This design comes from an exercise in tuning for small area and a short achievable clock period on the open sky130 flow, not from production work. The RTL was checked by simulation tests, not by an equivalence proof against the original design. No activity file was given, so power comes from the tool's default toggle rates.

==> flow/design.v (outline; a module is shown in full before it is edited, if it fits) <==
// module mul_simd_top: 1779 lines
module mul_simd_top
(
   input  logic        clk,
   input  logic        rst_n,
   input  logic        in_valid,
   input  logic [1:0]  op,
   input  logic [31:0] a,
   input  logic [31:0] b,
   output logic        out_valid,
   output logic [63:0] result
);
  // ...
==> flow/flow/run.sh <==
#!/bin/bash
# Own layout flow: the standard synthesis unchanged, then
#  - (if POLARITY=1) flow/polarity.py removes inverters between full-adder
#    cells of the synthesized netlist by choosing each adder's polarity
#    (registers, ports and the function are unchanged),
#  - the standard ORFS steps with a few resizer settings changed (knobs.sh):
#    port buffers are buf cells (the default pick is a slow delay buffer),
#    the resizer may swap cells across footprints, and repair_timing aims for
#    extra setup slack.
# Each step's full output goes to a log file in this folder.
set -euo pipefail
cd "$(dirname "$0")/.."
source flow/knobs.sh
R=orfs/results/sky130hd/mul_simd_top/base
bash standard.sh synth > flow_synth.log 2>&1
if [[ "${POLARITY:-0}" == 1 ]]; then
  cp $R/1_2_yosys.v flow_synth_netlist.v
  python3 flow/polarity.py $R/1_2_yosys.v > flow_polarity.log 2>&1
  rm -f $R/1_synth.odb $R/1_synth.sdc
fi
bash standard.sh "${KNOBS[@]}" finish > flow_layout.log 2>&1
==> flow/flow/knobs.sh <==
POLARITY=1
KNOBS=(
  MATCH_CELL_FOOTPRINT=0
  "BUFFER_PORTS_ARGS=-buffer_cell sky130_fd_sc_hd__buf_2"
  SETUP_SLACK_MARGIN=5
)
==> flow/flow/polarity.py <==
#!/usr/bin/env python3
"""Remove inverters between full-adder cells of a synthesized netlist.

A full adder is self-dual: FA(~a, ~b, ~c) = (~sum, ~carry). Synthesis maps the
carry-save tree into sky130 fa cells, but leaves an inverter on many of the
wires between them. This pass picks, for every fa cell, whether it computes
the true or the inverted values of its wires (flipping all its inputs and
outputs), so that as few inverters as possible are needed, then rewires the
netlist. Registers, ports and all other cells are untouched; the netlist
computes exactly the same function.

usage: polarity.py NETLIST.v   (rewritten in place; a report goes to stdout)
"""
import re, sys, random

path = sys.argv[1]
text = open(path).read()

inst_re = re.compile(r'^(\s*)(sky130_fd_sc_hd__\w+)\s+(\S+)\s*\((.*?)\);\n', re.S | re.M)
pin_re = re.compile(r'\.(\w+)\(\s*(.*?)\s*\)(?=\s*,|\s*$)', re.S)
OUTPINS = {"X", "Y", "Q", "Q_N", "SUM", "COUT", "HI", "LO"}

cells = []
for m in inst_re.finditer(text):
    pins = {}
    for pm in pin_re.finditer(m.group(4)):
        pins[pm.group(1)] = pm.group(2).strip()
    cells.append({"type": m.group(2), "name": m.group(3), "pins": pins,
                  "span": m.span(), "indent": m.group(1)})

hdr_end = text.index(");", text.index("module")) + 2
ports = set()
for m in re.finditer(r'^\s*(input|output|inout)\s*(\[[^\]]*\])?\s*([^;]+);', text, re.M):
    for n in m.group(3).split(","):
        ports.add(n.strip())

def fmt(n):
    return n + " " if n.startswith("\\") else n

def is_port(net):
    base = net.split("[")[0].strip()
    return base in ports or net in ports

driver = {}
for i, c in enumerate(cells):
    for p, n in c["pins"].items():
        if p in OUTPINS:
            driver[n] = (i, p)

def is_inv(c):
    return "__inv_" in c["type"]

def is_fa(c):
    return "__fa_" in c["type"]

def root(net):
    par = 0
    seen = 0
    while net in driver and is_inv(cells[driver[net][0]]) and seen < 50:
        net = cells[driver[net][0]]["pins"]["A"]
        par ^= 1
        seen += 1
    return net, par

fa_ids = [i for i, c in enumerate(cells) if is_fa(c)]
fa_out = {}   # net -> fa index
for i in fa_ids:
    for p in ("SUM", "COUT"):
        if p in cells[i]["pins"]:
            fa_out[cells[i]["pins"][p]] = i

fixed = set()
for i in fa_ids:
    for p in ("SUM", "COUT"):
        n = cells[i]["pins"].get(p)
        if n is not None and is_port(n):
            fixed.add(i)

# managed pins: every input pin of a non-inverter cell whose root is an fa
# output, and every input pin of an fa cell
managed = []   # (cell idx, pin, root net, parity)
for i, c in enumerate(cells):
    if is_inv(c):
        continue
    for p, n in c["pins"].items():
        if p in OUTPINS:
            continue
        r, par = root(n)
        if is_fa(c) or r in fa_out:
            managed.append((i, p, r, par))

# inverter outputs that are ports or feed unmanaged loads stay as they are
x = {i: 0 for i in fa_ids}

def need(m):
    i, p, r, par = m
    v = par
    if is_fa(cells[i]):
        v ^= x[i]
    if r in fa_out:
        v ^= x[fa_out[r]]
    return v

def cost():
    return len({m[2] for m in managed if need(m)})

by_fa = {i: [] for i in fa_ids}
for k, m in enumerate(managed):
    i, p, r, par = m
    if i in by_fa:
        by_fa[i].append(k)
    if r in fa_out:
        by_fa[fa_out[r]].append(k)
by_root = {}
for k, m in enumerate(managed):
    by_root.setdefault(m[2], []).append(k)

def delta(f):
    roots = {managed[k][2] for k in by_fa[f]}
    before = sum(1 for r in roots if any(need(managed[k]) for k in by_root[r]))
    x[f] ^= 1
    after = sum(1 for r in roots if any(need(managed[k]) for k in by_root[r]))
    x[f] ^= 1
    return after - before

c0 = cost()
best = dict(x); best_cost = c0
rng = random.Random(1)
for restart in range(12):
    if restart:
        for f in fa_ids:
            x[f] = best[f]
        for f in rng.sample(fa_ids, max(1, len(fa_ids) // 10)):
            if f not in fixed:
                x[f] ^= 1
    improved = True
    while improved:
        improved = False
        for f in fa_ids:
            if f in fixed:
                continue
            if delta(f) < 0:
                x[f] ^= 1
                improved = True
    cc = cost()
    if cc < best_cost:
        best_cost = cc; best = dict(x)
x = best

# rewrite
new_inv = {}   # root net -> inverted net
extra = []
def inv_of(r):
    if r not in new_inv:
        k = len(new_inv)
        nn = f"_pol{k}_"
        new_inv[r] = nn
        extra.append((f"  wire {nn};\n", f"  sky130_fd_sc_hd__inv_1 _pol{k}_i_ (\n    .A({fmt(r)}),\n    .Y({nn})\n  );\n"))
    return new_inv[r]

for m in managed:
    i, p, r, par = m
    cells[i]["pins"][p] = inv_of(r) if need(m) else r

# drop inverters that drive nothing now (repeat, chains)
loads = {}
def count_loads():
    loads.clear()
    for c in cells:
        if c.get("dead"):
            continue
        for p, n in c["pins"].items():
            if p not in OUTPINS:
                loads[n] = loads.get(n, 0) + 1
changed = True
removed = 0
while changed:
    changed = False
    count_loads()
    for c in cells:
        if c.get("dead") or not is_inv(c):
            continue
        y = c["pins"]["Y"]
        if loads.get(y, 0) == 0 and not is_port(y):
            c["dead"] = True
            removed += 1
            changed = True

out = []
pos = 0
for c in cells:
    s, e = c["span"]
    out.append(text[pos:s])
    if not c.get("dead"):
        ind = c["indent"]
        body = ",\n".join(f"{ind}  .{p}({fmt(n)})" for p, n in c["pins"].items())
        out.append(f"{ind}{c['type']} {c['name']} (\n{body}\n{ind});\n")
    pos = e
out.append(text[pos:])
res = "".join(out)
decl = "".join(d for d, _ in extra)
insts = "".join(i for _, i in extra)
res = res[:hdr_end] + "\n" + decl + res[hdr_end:]
k = res.rindex("endmodule")
res = res[:k] + insts + res[k:]
open(path, "w").write(res)
flipped = sum(1 for f in fa_ids if x[f])
print(f"polarity: {len(fa_ids)} fa cells, {flipped} flipped; inverted roots {c0} -> {best_cost}; "
      f"{removed} inverters removed, {len(new_inv)} added")
==> flow/standard.sh <==
#!/bin/bash
# synth_recipe.tcl (not shown) runs the flow's synth.tcl, then flattens the netlist and writes it again
# the make line also repeats each setting of config.mk as NAME=value (left out here)
make -C /OpenROAD-flow-scripts/flow DESIGN_CONFIG=/design/flow/config.mk WORK_HOME=/design/flow/orfs CLKGATE_MAP_FILE= SYNTH_SCRIPT=/design/flow/synth_recipe.tcl "${@:-finish}"
==> flow/config.mk <==
export PLATFORM = sky130hd
export DESIGN_NAME = mul_simd_top
export DESIGN_NICKNAME = mul_simd_top
export VERILOG_FILES = /design/flow/design.v
export SDC_FILE = /design/flow/constraint.sdc
export NUM_CORES = 4
export LEC_CHECK = 0
export CAP_MARGIN = 20
export CORE_MARGIN = 2
export CORE_UTILIZATION = 40
export SLEW_MARGIN = 20
==> flow/constraint.sdc <==
create_clock -name core_clock -period 9.5 [get_ports {clk}]
set_input_delay 1.9000 -clock core_clock [delete_from_list [all_inputs] [get_ports {clk}]]
set_output_delay 1.9000 -clock core_clock [all_outputs]
set_load 0.01 [all_outputs]
==> summary.txt, run 1 <==
- Run status: no timing/DRC/antenna violations
- Core area: 50200 um^2
- Crit path max fanout: 4
- Antenna cell count: 1
- Reg2reg end: bg1_r[2]
- Comb power frac: 60.9%
- Inverter count: 176
- Vias in the first global route: 15.5k
- First drt pass iteration count: 7
- Multi-input logic cell count: 1473
- Hold Path End: out_valid
- GRT Total Usage: 20.5%
- Placed cell count: 2708
- Yosys Warn Count: 1
- Clk pwr share: 16.7%
- Power Dens Cells: 314 nW/um^2
- Clk Latency, worst-skew pair: 0.59 ns
- Req. time, crit path: 7.60 ns
- Fraction of standard cell area in multi-input logic: 63.3%
- Area of the multi-input gates: 14200 um^2
- Crit. path cell count: 8
- Post-layout util: 44.7%
- Die X: 229 um
- Starting DRT DRC Count: 1271
- Cell Area, Synth: 20300 um^2
- Number of sequential cells: 242
- Sink Count: 242
- Hold_ws: 0.351 ns
- Mapped Nets: 2469
- WL final: 52800 um
==> run 2: changes to the inputs <==
--- a/flow/config.mk
+++ b/flow/config.mk
@@ -7,5 +7,5 @@
 export LEC_CHECK = 0
 export CAP_MARGIN = 20
 export CORE_MARGIN = 2
-export CORE_UTILIZATION = 40
+export CORE_UTILIZATION = 60
 export SLEW_MARGIN = 20
==> summary.txt, run 2 <==
- CP arrival: 2.44 ns
- Switching power: 2.97 mW
- Post-layout util: 66.0% (+21 points)
- CP top delay family: compound AO/OA/AOI/OAI gates
- Worst-path cell chain: nand3_1 -> o31ai_1 -> a41oi_4 -> o21ai_2 -> ha_1 -> xor2_1 -> buf_2
- Req. time, crit path: 7.60 ns (about the same)
- Vias in the first global route: 15.0k (-3.1%)
- Unrepaired setup endpoints after global routing: yes
- Chip Height: 188 um
- Area grow syn2layout: 8.51%
- Clk Latency, worst-skew pair: 0.55 ns (-0.04 ns)
- Switch share: 42.1%
- RR Startpoint: bt1_r[6]
- Rows: 67
- Setup TNS Final: 0 ns
- Total grt overflow: 0
- Minimum clock period: 4.34 ns
- PortBufs: 133
- Max H-tree Level: 1
- CTS tree: yes
- Via/cell ratio: 5.84
- Hold Path End: out_valid
- Crit path max fanout: 6 (+2)
- CP max stage delay: 0.51 ns
- Least-Margin Pin Slew: 0.786 ns
- Share of power burned in registers: 22.3%
- GRT Total Usage: 29.1% (+8.6 points)
- Sink Count: 242 (unchanged)
- Mapped Nets: 2469 (unchanged)
- Maxcap violations: 0
- Io pins: 134
- Syn_area_per_cell: 9.84 um^2
- Die area: 35400 um^2
- Core area: 33400 um^2 (-33%)
- Leading cell type in the layout, fill and taps excluded: a22oi_1
- Final Hold Viols: 0
- First-pass GRT wire length: 81500 um
- Clock-pin slew on the worst setup and hold paths: 0.06 ns
- Routed Antenna Nets: 0
- WL final: 50400 um (-4.6%)
- CTS Hold Bufs: 0
- Total power: 7.06 mW
- Final nets: 2468
- Crit. path cell count: 7 (-1)
- Hold path start: v1_r
- Clk buf depth: 3
- Period utilization: 45.6%
- CTS buffer count: 28
- Power Dens Cells: 320 nW/um^2 (+1.8%)
- Root Buffer: clkbuf_16
- Comb power frac: 61.2% (+0.3 points)
- Hold path cells: 0
- Layout cells sized above 1: 12.7%
- Rel. slew slack: 47.6%
- R2r setup slk: 5.19 ns
- Final setup violation count: 0
- Post-route DRC: 0
- CP startpoint kind: flop
- Leakage power: 9.33 nW
- Reg2reg end: bg1_r[3]
- Yosys Warn Count: 1 (unchanged)
- First drt pass iteration count: 6 (-1)
- Largest net degree at the start of global routing: 69
- Setup crit end kind: primary output
- Crit path buf inv count: 1
- Worst vdd ir: 0.291 mV
- Fillers: 2773
- Run status: no timing/DRC/antenna violations
- Initial antenna violation count: 1
- Synth Instances: 2066
- Placed cell count: 2482 (-8.3%)
- Kind of critical path: reg -> out
- Detailed Place HPWL: 38600 um
- Final Non-Filler Cells: 2537
- Worst min path class: reg -> reg
- Post-detailed-route wirelength per cell: 19.9 um
- Commonest non-fill, non-tap cells in the layout: 260 x a22oi_1, 236 x xnor2_1, 220 x fa_1
- Max Clock Skew: 0.0109 ns
- Reg2reg path depth: 11
- Fmax: 231 MHz
- Die X: 188 um (-18%)
- Starting Density: 60.8%
- Int Pwr: 4.09 mW
- Fin. max-slew vios: 0
- CP max stage cell: dfxtp_1
- Via count: 14.8k
- Starting DRT DRC Count: 1294 (+1.8%)
- Routability Congestion: 0.936
- Clk pwr share: 16.5% (-0.2 points)
- Cell Area, Synth: 20300 um^2 (unchanged)
-- run 2: repair_timing --
item,4_1_cts,5_1_grt
endpoints found under the hold margin,0,0
pin swaps,0,0
gates resized for setup,13,39
setup buffers,0,0
setup endpoints to repair,7,18
-- run 2: layout make-up --
cell class	instances	area (um^2)	area share [%]
clock buffers	35	808	3.66
diodes	2	5.00	0.0227
inverters	176	661	2.99
flip-flops and latches	242	4900	22.2
multi-input cells	1473	14200	64.2
clock inverters	17	203	0.919
repair buffers	144	761	3.45
well taps	448	561	2.54
-- run 2: how the worst max path moves through the flow --
stage / start / endpoint / slack (ns)
floorplan: w0_r[0] / bg1_r[2] / 5.24
global placement: w0_r[0] / bg1_r[2] / 4.82
detailed placement: w0_r[0] / bg1_r[2] / 4.75
CTS: bn0_r[6] / bg0_r[2] / 5.03
global route: bt0_r[5] / bg0_r[2] / 5.00
finish: w20_r / result[61] / 5.16
-- run 2: power groups by stage --
stage	Clock (mW)	Combinational, mW	Sequential, mW
after floorplan	0	3.35	1.45
after global placement	0	4.22	1.58
after detailed placement	0	4.34	1.58
after CTS	1.18	4.39	1.56
after global routing	1.23	4.97	1.60
final	1.16	4.32	1.57
-- run 2: worst reg2reg max path, cell delays in order (launching register included) --
cell and delay, ns:
dfxtp_1 0.70, a22oi_1 0.21, xor2_1 0.20, fa_1 0.56, inv_1 0.06, fa_1 0.44, fa_1 0.51, fa_1 0.52
ha_1 0.35, a32o_1 0.28, a22o_1 0.20, a21o_1 0.17
-- run 2: routing by layer --
metal | global-route usage [%] | wire length, um | up-vias
met3 | 4.83 | 3930 | 75
met4 | 7.75 | 1340 | 0
met2 | 45.9 | 22600 | 560
met5 | 0 | 0 | -
met1 | 41.7 | 22500 | 7255
li1 | - | - | 6927
-- run 2: stage by stage --
step	setup slack (ns)	hold WS [ns]	area, um^2
floorplan	5.24	0.329	20300
global placement	4.82	0.342	20900
detailed placement	4.75	0.336	20900
CTS	5.03	0.362	22000
global route	5.00	0.369	22100
finish	5.16	0.360	22100
==> run 3: changes to the inputs <==
==> flow/flow/knobs.sh (replaced) <==
POLARITY=1
KNOBS=(
  MATCH_CELL_FOOTPRINT=0
  "BUFFER_PORTS_ARGS=-buffer_cell sky130_fd_sc_hd__buf_2"
  SETUP_SLACK_MARGIN=4.7
)
==> summary.txt, run 3 <==
- Routability Congestion: 0.936 (unchanged)
- Core area: 33400 um^2 (unchanged)
- Share of power burned in registers: 22.3% (about the same)
- Post-detailed-route wirelength per cell: 19.8 um (-0.42%)
- Fillers: 2780 (+0.25%)
- Req. time, crit path: 9.94 ns (+2.34 ns)
- Vias in the first global route: 15.0k (-0.18%)
- Switch share: 42.0% (-0.095 points)
- Switching power: 2.95 mW (-0.56%)
- Via/cell ratio: 5.82 (-0.28%)
- Routed Antenna Nets: 0 (unchanged)
- Commonest non-fill, non-tap cells in the layout: 260 x a22oi_1, 236 x xnor2_1, 235 x dfxtp_1
- Fin. max-slew vios: 0 (unchanged)
- Final Hold Viols: 0 (unchanged)
- Cell Area, Synth: 20300 um^2 (unchanged)
- Setup Fix Bufs, Post-CTS: 0 (unchanged)
- Max H-tree Level: 1 (unchanged)
- Run status: no timing/DRC/antenna violations
- Starting Density: 60.8% (unchanged)
- Largest net degree at the start of global routing: 69 (unchanged)
- Detailed Place HPWL: 38600 um (unchanged)
- Least-Margin Pin Slew: 0.820 ns (+0.0343 ns)
- Rel. slew slack: 45.3% (-2.3 points)
- GR Util met1: 41.7% (-0.049 points)
- Die X: 188 um (unchanged)
- GRT Total Usage: 29.1% (about the same)
- Kind of critical path: reg -> reg
- Clock-pin slew on the worst setup and hold paths: 0.06 ns (about the same)
- Initial antenna violation count: 1 (unchanged)
- Period utilization: 48.7% (+3.0 points)
- Final setup violation count: 0 (unchanged)
- Total power: 7.04 mW (-0.34%)
- Via count: 14.8k (-0.28%)
- Clk buf depth: 3 (unchanged)
- CTS buffer count: 28 (unchanged)
- Clk pwr share: 16.5% (about the same)
- Worst vdd ir: 0.291 mV (about the same)
- Worst min path class: reg -> reg
- Max Clock Skew: 0.0111 ns (+0.000216 ns)
- Mapped Nets: 2469 (unchanged)
- Met2 Use GR: 45.8% (about the same)
- PortBufs: 133 (unchanged)
- Die area: 35400 um^2 (unchanged)
- CP arrival: 5.07 ns (+2.63 ns)
- First drt pass iteration count: 6 (unchanged)
- Area grow syn2layout: 7.99%
- Synth Instances: 2066 (unchanged)
- Layout cells sized above 1: 10.9% (-1.8 points)
- CP startpoint kind: flop
- Register area: 4860 um^2 (-0.79%)
- Placed cell count: 2482 (unchanged)
- Chip Height: 188 um (unchanged)
- Rows: 67 (unchanged)
- Final WS setup: 4.88 ns (-0.286 ns)
- Unrepaired setup endpoints after global routing: no
- Minimum clock period: 4.62 ns (+0.286 ns)
- Leading cell type in the layout, fill and taps excluded: a22oi_1
- Setup WS pre-CTS: 4.75 ns (unchanged)
- Syn_area_per_cell: 9.84 um^2 (unchanged)
- Area of the multi-input gates: 14100 um^2 (-0.41%)
- Leakage power: 9.32 nW (-0.16%)
- Setup crit end kind: flop
- Setup TNS Final: 0 ns (unchanged)
- Sink Count: 242 (unchanged)
- Comb power frac: 61.2% (about the same)
- Starting DRT DRC Count: 1291 (-0.23%)
- Power Dens Cells: 320 nW/um^2 (+0.14%)
- Io pins: 134 (unchanged)
- WL final: 50200 um (-0.42%)
- Post-route DRC: 0 (unchanged)
- Met3 usage: 4.83% (unchanged)
- Yosys Warn Count: 1 (unchanged)
- Maxcap violations: 0 (unchanged)
- Final Non-Filler Cells: 2537 (unchanged)
- Total grt overflow: 0 (unchanged)
- Root Buffer: clkbuf_16
- Final nets: 2468 (unchanged)
- Clk Latency, worst-skew pair: 0.55 ns (about the same)
- CTS tree: yes
- Fmax: 216 MHz (-6.2%)
- Gr busiest metal: met2
- First-pass GRT wire length: 81400 um (about the same)
- Hold_ws: 0.360 ns (+0.00000200 ns)
- Int Pwr: 4.08 mW (-0.18%)
- Crit path max fanout: 11 (+5)
## run 3: path summary, 6_finish.rpt
check,start,endpoint,slack (ns),cells after the start
min in group asynchronous,rst_n,out_valid,1.13,1
worst max-delay path,bn1_r[5],bg1_r[2],4.88,12
worst max register to register,bn1_r[5],bg1_r[2],4.88,12
worst min register to register,v1_r,out_valid,0.36,0
worst min-delay path,v1_r,out_valid,0.36,0
max in group asynchronous,rst_n,v1_r,8.28,1
## run 3: layout make-up
type                            instances  area share (%)
Antenna cell                            2          0.0228
Inverter                              176            3.01
Multi-Input combinational cell       1473            64.2
Clock buffer                           35            3.68
Timing Repair Buffer                  144            3.42
Tap cell                              448            2.55
Sequential cell                       242            22.1
Clock inverter                         17           0.923
## run 3: power groups by stage
| stage | registers (mW) | logic [mW] | clock network [mW] |
|---|---|---|---|
| after floorplan | 1.45 | 3.35 | 0 |
| after global placement | 1.58 | 4.22 | 0 |
| after detailed placement | 1.58 | 4.34 | 0 |
| after CTS | 1.56 | 4.39 | 1.18 |
| after global routing | 1.60 | 4.96 | 1.23 |
| final | 1.57 | 4.31 | 1.16 |
## run 3: worst max-delay path: stages, from the launching register on
cell and delay (ns):
dfxtp_1 0.69, nand2_1 0.44, xnor2_1 0.27, fa_1 0.38, nand2b_1 0.18, fa_1 0.52
fa_1 0.54, inv_1 0.05, fa_1 0.44, ha_1 0.36, a32o_1 0.26, a22o_1 0.20
a21o_1 0.18
## run 3: per-stage QoR
step	utilization, %	instance area, um^2
detailed placement	62.5	20900
global placement	62.5	20900
floorplan	-	20300
CTS	65.6	21900
global route	65.6	22000
finish	65.6	22000
## run 3: repair_timing
action | CTS | global route
resized for setup | 0 | 6
hold endpoints to repair | 0 | 0
hold buffers | 0 | 0
endpoints found under the setup margin | 0 | 4
## run 3: metal layers
layer	up-vias	wire length, um
li1	6927	-
met3	75	3750
met4	0	1310
met2	543	22500
met5	-	0
met1	7230	22700
==> run 4: changes to the inputs <==
==> flow/flow/knobs.sh (replaced) <==
POLARITY=1
KNOBS=(
  MATCH_CELL_FOOTPRINT=0
  "BUFFER_PORTS_ARGS=-buffer_cell sky130_fd_sc_hd__buf_2"
  SETUP_SLACK_MARGIN=5.2
)
==> summary.txt, run 4 <==
- CTS buffer count: 28 (unchanged)
- Minimum clock period: 4.26 ns (-0.360 ns)
- Die X: 188 um (unchanged)
- Final setup violation count: 0 (unchanged)
- Dpl cell area: 20900 um^2 (unchanged)
- Clk buf depth: 3 (unchanged)
- Sink Count: 242 (unchanged)
- Fin. max-slew vios: 0 (unchanged)
- Starting Density: 60.8% (unchanged)
- Leakage power: 9.45 nW (+1.5%)
- Post-layout util: 67.0% (+1.4 points)
- Worst vdd ir: 0.293 mV (+0.71%)
- Final WS setup: 5.24 ns (+0.360 ns)
- Via count: 14.9k (+1.1%)
- Fillers: 2733 (-1.7%)
- Detailed Place HPWL: 38600 um (unchanged)
- Yosys Warn Count: 1 (unchanged)
- Layout cells sized above 1: 14.9% (+4.1 points)
- Unrepaired setup endpoints after global routing: yes
- Final Hold Viols: 0 (unchanged)
- Commonest non-fill, non-tap cells in the layout: 260 x a22oi_1, 234 x xnor2_1, 220 x fa_1
- WL final: 51000 um (+1.6%)
- Routability Congestion: 0.936 (unchanged)
- Chip Height: 188 um (unchanged)
- Via/cell ratio: 5.86 (+0.55%)
- PortBufs: 133 (unchanged)
- Post-detailed-route wirelength per cell: 20.0 um (+1.0%)
- Max H-tree Level: 1 (unchanged)
- First drt pass iteration count: 5 (-1)
- Req. time, crit path: 7.60 ns (-2.34 ns)
- Routed Antenna Nets: 0 (unchanged)
- Rel. slew slack: 49.1% (+3.8 points)
- Synth Instances: 2066 (unchanged)
- Clk Latency, worst-skew pair: 0.55 ns (about the same)
- Clock-pin slew on the worst setup and hold paths: 0.06 ns (about the same)
- Starting DRT DRC Count: 1291 (unchanged)
- Initial antenna violation count: 1 (unchanged)
- CP arrival: 2.36 ns (-2.71 ns)
- Kind of critical path: reg -> out
- Period utilization: 44.9% (-3.8 points)
- Largest net degree at the start of global routing: 69 (unchanged)
- Total power: 7.13 mW (+1.4%)
- Syn_area_per_cell: 9.84 um^2 (unchanged)
- Mapped Nets: 2469 (unchanged)
- Final nets: 2482 (+0.57%)
- Cell Area, Synth: 20300 um^2 (unchanged)
- CTS tree: yes
- Design area: 22400 um^2 (+2.1%)
- Least-Margin Pin Slew: 0.760 ns (-0.0595 ns)
- GRT Total Usage: 29.2% (+0.095 points)
- Leading cell type in the layout, fill and taps excluded: a22oi_1
- Setup WS pre-CTS: 4.75 ns (unchanged)
- Fmax: 235 MHz (+8.5%)
- Crit path max fanout: 4 (-7)
- Run status: no timing/DRC/antenna violations
- Max Clock Skew: 0.0125 ns (+0.00145 ns)
- Setup TNS Final: 0 ns (unchanged)
- Worst min path class: reg -> reg
- Io pins: 134 (unchanged)
- Vias in the first global route: 15.1k (+0.52%)
- Rows: 67 (unchanged)
- Setup crit end kind: primary output
- Core area: 33400 um^2 (unchanged)
- Die area: 35400 um^2 (unchanged)
- Root Buffer: clkbuf_16
- First-pass GRT wire length: 81700 um (+0.32%)
- Area grow syn2layout: 10.2%
- Total grt overflow: 0 (unchanged)
- Maxcap violations: 0 (unchanged)
- CP startpoint kind: flop
- Post-route DRC: 0 (unchanged)
- Power Dens Cells: 318 nW/um^2 (-0.67%)
run 4: cell types whose count changed in the layout (fill, tap and decap cells not counted), moves of 4 or more:
cell,delta
dfxtp_2,+40
o21ai_4,+4
dfxtp_4,+16
dfxtp_1,-56
o21ai_2,-4
nand2_4,+5
buf_4,+11
nand2_1,-6
run 4: area by class of cell:
cell class | instances | area, um^2 | share of cell area [%]
clock inverter | 17 | 203 | 0.904
multi-input combinational | 1473 | 14300 | 63.8
inverter | 176 | 661 | 2.95
sequential | 242 | 4970 | 22.2
antenna | 2 | 5.00 | 0.0223
clock buffer | 35 | 808 | 3.61
tap | 448 | 561 | 2.50
timing repair buffer | 158 | 913 | 4.08
run 4: path summary, 6_finish.rpt:
path	endpoint	startpoint	cells after the start	slack (ns)
worst max register to register	bg1_r[2]	ml1_r[1]	12	5.35
worst max-delay path	result[27]	bs0_r[21]	7	5.24
max in group asynchronous	v1_r	rst_n	1	8.28
worst min-delay path	out_valid	v1_r	0	0.36
min in group asynchronous	out_valid	rst_n	1	1.12
worst min register to register	out_valid	v1_r	0	0.36
run 4: repair_timing:
action / 4_1_cts / 5_1_grt
setup endpoints to repair: 31 / 29
gates resized for setup: 50 / 65
setup buffers: 0 / 12
gates cloned: 0 / 2
pin swaps: 3 / 14
hold buffers: 0 / 0
run 4: metrics by stage:
step,hold WS [ns],instances
after global placement,0.342,2482
after CTS,0.362,2534
final,0.359,2551
after detailed placement,0.336,2482
after global routing,0.369,2549
after floorplan,0.329,2066
run 4: power breakdown:
group          leakage (nW)  switching (mW)  total [mW]  internal, mW
clock network         0.506           0.456        1.17         0.712
logic                  6.90            2.29        4.38          2.09
registers              2.05           0.263        1.59          1.33
total                  9.45            3.00        7.13          4.13
run 4: metal layers:
layer	GRT usage, %	routed length (um)
met1	41.7	22600
met5	0	0
met3	4.87	4160
met4	7.72	1380
met2	46.1	22800
run 4: worst max-delay path, cell delays in order, from the launching register on:
cell and delay (ns):
dfxtp_4 0.37, nand4_1 0.19, nor2_2 0.23, a41oi_4 0.26, o21bai_4 0.26, nand4_1 0.15
xnor2_1 0.19, buf_2 0.16
==> run 5: changes to the inputs <==
==> flow/flow/knobs.sh (replaced) <==
POLARITY=1
KNOBS=(
  MATCH_CELL_FOOTPRINT=0
  "BUFFER_PORTS_ARGS=-buffer_cell sky130_fd_sc_hd__buf_2"
  SETUP_SLACK_MARGIN=5.4
)
==> summary.txt, run 5 <==
- Starting Density: 60.8% (unchanged)
- Fmax: 239 MHz (+1.8%)
- Met2 Use GR: 47.4% (+1.3 points)
- Die area: 35400 um^2 (unchanged)
- Initial antenna violation count: 2 (+1)
- CTS buffer count: 28 (unchanged)
- Mapped Nets: 2469 (unchanged)
- Via count: 15.2k (+2.0%)
- Starting DRT DRC Count: 1285 (-0.46%)
- Run status: no timing/DRC/antenna violations
- First-pass GRT wire length: 83800 um (+2.6%)
- CP arrival: 2.29 ns (-0.07 ns)
- First drt pass iteration count: 5 (unchanged)
- Unrepaired setup endpoints after global routing: yes
- Period utilization: 44.1% (-0.81 points)
- Power Dens Cells: 316 nW/um^2 (-0.65%)
- Routability Congestion: 0.968 (+3.4%)
- Clk Latency, worst-skew pair: 0.57 ns (+0.02 ns)
- CTS tree: yes
- Syn_area_per_cell: 9.84 um^2 (unchanged)
- Leakage power: 9.74 nW (+3.1%)
- Routed Antenna Nets: 0 (unchanged)
- Die X: 188 um (unchanged)
- Final Hold Viols: 0 (unchanged)
- Switch share: 41.4% (-0.69 points)
- Worst min path class: reg -> reg
- CP max stage delay: 0.38 ns (about the same)
- Crit path max fanout: 4 (unchanged)
- Root Buffer: clkbuf_16
- Post-route DRC: 0 (unchanged)
- Gr busiest metal: met2
- WL final: 52100 um (+2.3%)
- Least-Margin Pin Slew: 0.773 ns (+0.0127 ns)
- PortBufs: 133 (unchanged)
- Setup crit end kind: primary output
- CP startpoint kind: flop
- Fin. max-slew vios: 0 (unchanged)
- Minimum clock period: 4.19 ns (-0.0772 ns)
- Final nets: 2530 (+1.9%)
- Max H-tree Level: 1 (unchanged)
- Core area: 33400 um^2 (unchanged)
- Yosys Warn Count: 1 (unchanged)
- Share of power burned in registers: 21.8% (-0.5 points)
- Kind of critical path: reg -> out
- Comb power frac: 61.4% (about the same)
- Final setup violation count: 0 (unchanged)
- Commonest non-fill, non-tap cells in the layout: 254 x a22oi_1, 235 x xnor2_1, 217 x fa_1
- Met3 usage: 4.77% (-0.094 points)
- Cell Area, Synth: 20300 um^2 (unchanged)
- CP max stage cell: dfxtp_2
- Final WS setup: 5.31 ns (+0.0772 ns)
- Post-detailed-route wirelength per cell: 20.1 um (+0.42%)
- Setup WS pre-CTS: 4.75 ns (-0.000980 ns)
- Req. time, crit path: 7.60 ns (about the same)
- Clk buf depth: 3 (unchanged)
- Max Clock Skew: 0.0265 ns (+0.0140 ns)
- Rel. slew slack: 48.2% (-0.85 points)
- Clk pwr share: 16.8% (+0.4 points)
- Int Pwr: 4.28 mW (+3.7%)
- Vias in the first global route: 15.5k (+2.8%)
- Detailed Place HPWL: 39100 um (+1.1%)
- Setup TNS Final: 0 ns (unchanged)
- Worst vdd ir: 0.261 mV (-11%)
- Total grt overflow: 0 (unchanged)
- Sink Count: 242 (unchanged)
- Rows: 67 (unchanged)
- Largest net degree at the start of global routing: 69 (unchanged)
- CTS Hold Bufs: 0 (unchanged)
- Area grow syn2layout: 13.7%
- Switching power: 3.03 mW (+0.77%)
- Io pins: 134 (unchanged)
- Maxcap violations: 0 (unchanged)
- Worst-path cell chain: nand4_1 -> nor2_2 -> a41oi_4 -> o21ai_4 -> ha_4 -> xor2_1 -> buf_2
- GRT Total Usage: 29.8% (+0.64 points)
- GR Util met1: 42.7% (+0.99 points)
- Layout cells sized above 1: 19.2% (+4.3 points)
- Leading cell type in the layout, fill and taps excluded: a22oi_1
- Synth Instances: 2066 (unchanged)
- Chip Height: 188 um (unchanged)
- Via/cell ratio: 5.86 (+0.16%)
- Clock-pin slew on the worst setup and hold paths: 0.06 ns (about the same)
[run 5: cell type report]
type                    count  area (um^2)
diodes                      1         2.50
clock buffers              35          798
clock inverters            17          265
fillers                  2672        10300
inverters                 176          661
multi-input cells        1473        14400
flip-flops and latches    242         5110
well taps                 448          561
repair buffers            206         1350
[run 5: timing repair]
| item | 4_1_cts | 5_1_grt |
|---|---|---|
| gates cloned | 2 | 1 |
| gates resized for setup | 133 | 83 |
| setup buffers | 23 | 35 |
| pin swaps | 30 | 12 |
| endpoints found under the setup margin | 48 | 38 |
[run 5: critical path: cells and delay by family (launching register included)]
family / cells / cell delay (ns)
xor+xnor: 1 / 0.14
buf+inv: 1 / 0.16
flops: 1 / 0.38
simple gates: 2 / 0.37
fa+ha+maj: 1 / 0.16
compound gates: 2 / 0.52
[run 5: routing by layer]
metal | vias up | wire length, um
li1 | 7044 | -
met2 | 611 | 23700
met5 | - | 13
met3 | 88 | 3820
met1 | 7492 | 23200
met4 | 2 | 1320
[run 5: final timing paths]
kind / from / end / slack, ns / depth (start not counted)
hold reg to reg: v1_r / out_valid / 0.36 / 0
max in group asynchronous: rst_n / out_valid / 8.30 / 1
setup reg to reg: bt1_r[3] / bg1_r[3] / 5.54 / 11
min in group asynchronous: rst_n / v1_r / 1.10 / 1
hold / removal: v1_r / out_valid / 0.36 / 0
setup / recovery: bs0_r[18] / result[29] / 5.31 / 7
[run 5: per-stage QoR]
step / cells / hold WS, ns / power [mW] / util (%) / area [um^2]
3_3_place_gp: 2483 / 0.345 / 5.76 / 62.6 / 20900
2_1_floorplan: 2066 / 0.330 / 4.80 / - / 20400
4_1_cts: 2561 / 0.361 / 7.30 / 67.5 / 22600
5_1_grt: 2597 / 0.376 / 8.02 / 69.1 / 23100
3_5_place_dp: 2484 / 0.346 / 5.89 / 62.6 / 20900
6_report: 2598 / 0.356 / 7.31 / 69.1 / 23100
[run 5: power groups by stage]
stage	clock, mW	combinational, mW	sequential [mW]
after floorplan	0	3.35	1.45
after global placement	0	4.18	1.58
after detailed placement	0	4.30	1.59
after CTS	1.25	4.46	1.59
after global routing	1.30	5.10	1.62
final	1.23	4.49	1.59
==> run 6: changes to the inputs <==
==> flow/flow/knobs.sh (replaced) <==
POLARITY=1
KNOBS=(
  MATCH_CELL_FOOTPRINT=0
  "BUFFER_PORTS_ARGS=-buffer_cell sky130_fd_sc_hd__buf_2"
  SETUP_SLACK_MARGIN=5.2
)
--- a/flow/config.mk
+++ b/flow/config.mk
@@ -8,4 +8,7 @@
 export CAP_MARGIN = 20
 export CORE_MARGIN = 2
 export CORE_UTILIZATION = 60
+export CTS_BUF_LIST = sky130_fd_sc_hd__clkbuf_8 sky130_fd_sc_hd__clkbuf_16
+export CTS_CLUSTER_DIAMETER = 100
+export CTS_CLUSTER_SIZE = 30
 export SLEW_MARGIN = 20
==> summary.txt, run 6 <==
- Worst min path class: reg -> reg
- Via/cell ratio: 5.87 (+0.16%)
- Leading cell type in the layout, fill and taps excluded: a22oi_1
- Unrepaired setup endpoints after global routing: yes
- Detailed Place HPWL: 38600 um (-1.1%)
- Clk buf depth: 3 (unchanged)
- Max Clock Skew: 0.0233 ns (-0.00323 ns)
- Initial antenna violation count: 1 (-1)
- Fin. max-slew vios: 0 (unchanged)
- Power Dens Cells: 306 nW/um^2 (-3.1%)
- Layout cells sized above 1: 13.4% (-5.8 points)
- Routed Antenna Nets: 0 (unchanged)
- Starting Density: 60.8% (unchanged)
- Least-Margin Pin Slew: 0.725 ns (-0.0485 ns)
- GRT Total Usage: 28.9% (-0.89 points)
- Fmax: 234 MHz (-1.9%)
- Post-detailed-route wirelength per cell: 20.1 um (+0.26%)
- Final Hold Viols: 0 (unchanged)
- Minimum clock period: 4.26 ns (+0.0796 ns)
- Setup crit end kind: primary output
- Setup TNS Final: 0 ns (unchanged)
- Clk Latency, worst-skew pair: 0.53 ns (-0.04 ns)
- Final setup violation count: 0 (unchanged)
- CTS Hold Bufs: 0 (unchanged)
- Worst vdd ir: 0.283 mV (+8.4%)
- CP arrival: 2.36 ns (+0.07 ns)
- Via count: 14.8k (-2.9%)
- CP startpoint kind: flop
- Chip Height: 188 um (unchanged)
- Worst Setup EP: result[29]
- Area grow syn2layout: 7.41%
- Clock-pin slew on the worst setup and hold paths: 0.11 ns (+0.05 ns)
- Period utilization: 44.9% (+0.84 points)
- Largest net degree at the start of global routing: 69 (unchanged)
- Share of power burned in registers: 23.7% (+1.9 points)
- RR Startpoint: ml1_r[1]
- First-pass GRT wire length: 80900 um (-3.4%)
- Yosys Warn Count: 1 (unchanged)
- Cell Area, Synth: 20300 um^2 (unchanged)
- Die area: 35400 um^2 (unchanged)
- Die X: 188 um (unchanged)
- Crit path max fanout: 3 (-1)
- CTS buffer count: 14 (-50%)
- Rows: 67 (unchanged)
- Req. time, crit path: 7.60 ns (about the same)
- Post-layout util: 65.3% (-3.8 points)
- Clk pwr share: 11.2% (-5.6 points)
- PortBufs: 133 (unchanged)
- Io pins: 134 (unchanged)
- Root Buffer: clkbuf_16
- Switching power: 2.94 mW (-2.8%)
- Rel. slew slack: 51.5% (+3.2 points)
- Max H-tree Level: 1 (unchanged)
- Comb power frac: 65.1% (+3.7 points)
- Post-route DRC: 0 (unchanged)
- Syn_area_per_cell: 9.84 um^2 (unchanged)
- Reg2reg end: bg1_r[2]
- Synth Instances: 2066 (unchanged)
- Kind of critical path: reg -> out
- Worst Setup SP: bs0_r[18]
- Vias in the first global route: 14.8k (-4.4%)
- Switch share: 44.0% (+2.5 points)
- Final nets: 2464 (-2.6%)
- CTS tree: yes
- Routability Congestion: 0.936 (-3.3%)
- Total grt overflow: 0 (unchanged)
- Core area: 33400 um^2 (unchanged)
- WL final: 50600 um (-2.8%)
- Sink Count: 242 (unchanged)
- Mapped Nets: 2469 (unchanged)
- First drt pass iteration count: 7 (+2)
- R2r setup slk: 5.31 ns (-0.23 ns)
- Leakage power: 9.16 nW (-6.0%)
- Reg2reg path depth: 12 (+1)
- Starting DRT DRC Count: 1326 (+3.2%)
- Run status: no timing/DRC/antenna violations
- Maxcap violations: 0 (unchanged)
- Commonest non-fill, non-tap cells in the layout: 260 x a22oi_1, 236 x xnor2_1, 220 x fa_1
- Int Pwr: 3.75 mW (-12%)
-- run 6: area by class of cell --
type | instances | area [um^2]
well taps | 448 | 561
multi-input cells | 1473 | 14300
fillers | 2788 | 11600
flip-flops and latches | 242 | 4980
clock buffers | 15 | 375
repair buffers | 154 | 871
clock inverters | 8 | 125
inverters | 176 | 661
diodes | 2 | 5.00
-- run 6: how the worst min path moves through the flow --
stage,startpoint,end,slack [ns],cells past startpoint
after floorplan,w0_r[0],w20_r,0.33,0
after global placement,v1_r,out_valid,0.34,0
after detailed placement,v1_r,out_valid,0.34,0
after CTS,v1_r,out_valid,0.37,0
after global routing,v1_r,out_valid,0.38,0
final,v1_r,out_valid,0.37,0
-- run 6: repair_timing --
action                     CTS  global route
setup endpoints to repair   31            30
gates resized for setup     46            68
pin swaps                    3             8
setup buffers                0             8
gates cloned                 0             2
-- run 6: per-layer routing --
layer | vias up | wire (um) | GRT usage (%)
li1 | 6903 | - | -
met1 | 7245 | 22700 | 41.5
met2 | 570 | 23000 | 46.1
met3 | 74 | 3730 | 4.49
met4 | 0 | 1220 | 6.90
met5 | - | 0 | 0
-- run 6: power groups by stage --
| stage | Combinational (mW) | Clock, mW | Sequential, mW |
|---|---|---|---|
| after global placement | 4.22 | 0 | 1.58 |
| after floorplan | 3.35 | 0 | 1.45 |
| after detailed placement | 4.34 | 0 | 1.58 |
| after CTS | 4.38 | 0.765 | 1.57 |
| after global routing | 5.00 | 0.798 | 1.62 |
| final | 4.36 | 0.747 | 1.59 |
-- run 6: worst max-delay path, stage by stage (launching register included) --
cell and delay, ns:
dfxtp_4 0.38, nand4_1 0.21, nor2_2 0.24, a41oi_4 0.27, o21ai_4 0.27, ha_2 0.21, xor2_1 0.13, buf_2 0.14
-- run 6: stage by stage --
| stage | area [um^2] | hold WS (ns) | cells | power, mW | worst slack, ns |
|---|---|---|---|---|---|
| finish | 21800 | 0.370 | 2518 | 6.69 | 5.24 |
| global route | 21800 | 0.380 | 2516 | 7.41 | 5.08 |
| CTS | 21500 | 0.373 | 2505 | 6.71 | 5.16 |
| detailed placement | 20900 | 0.336 | 2482 | 5.92 | 4.75 |
| global placement | 20900 | 0.342 | 2482 | 5.79 | 4.82 |
| floorplan | 20300 | 0.329 | 2066 | 4.80 | 5.24 |

[separate check: timing with driven ports]
The results above use ideal ports. As a check the final layouts listed here were re-extracted and re-timed, cells and wires unchanged. Step 1 sets driving cells, clkbuf_16 on the clock port and buf_2 on the other inputs (assumed; they add their load-dependent delay and slew). Step 2 times the ports against the registers' clock, not the clock port: input delays grow and output delays shrink by t, the midpoint of the rising clock arrivals with the driver on. Three values: ideal ports, drivers, drivers and shift; two values: the first two.
run | t, ns | setup WS [ns] | hold slack, ns | worst slew at a driven data input, ns | pins driven straight from the clock port
run 1 | 0.631 | 5.109 / 5.059 / 5.157 | 0.351 / 0.351 / 0.351 | 0.08 | 1
run 2 | 0.599 | 5.163 / 5.108 / 5.186 | 0.360 / 0.360 / 0.360 | 0.04 | 1
run 3 | 0.599 | 4.877 / 4.877 / 4.877 | 0.360 / 0.360 / 0.360 | 0.04 | 1
run 4 | 0.602 | 5.238 / 5.183 / 5.141 | 0.359 / 0.359 / 0.359 | 0.04 | 1
run 5 | 0.607 | 5.315 / 5.262 / 5.536 | 0.356 / 0.356 / 0.356 | 0.06 | 1
run 6 | 0.568 | 5.235 / 5.181 / 5.170 | 0.370 / 0.370 / 0.370 | 0.04 | 1
After both steps setup and hold are still met in every run listed. For run 4, which loses most, drivers alone change the setup slack by -0.055 ns; drivers and shift together by -0.097 ns.
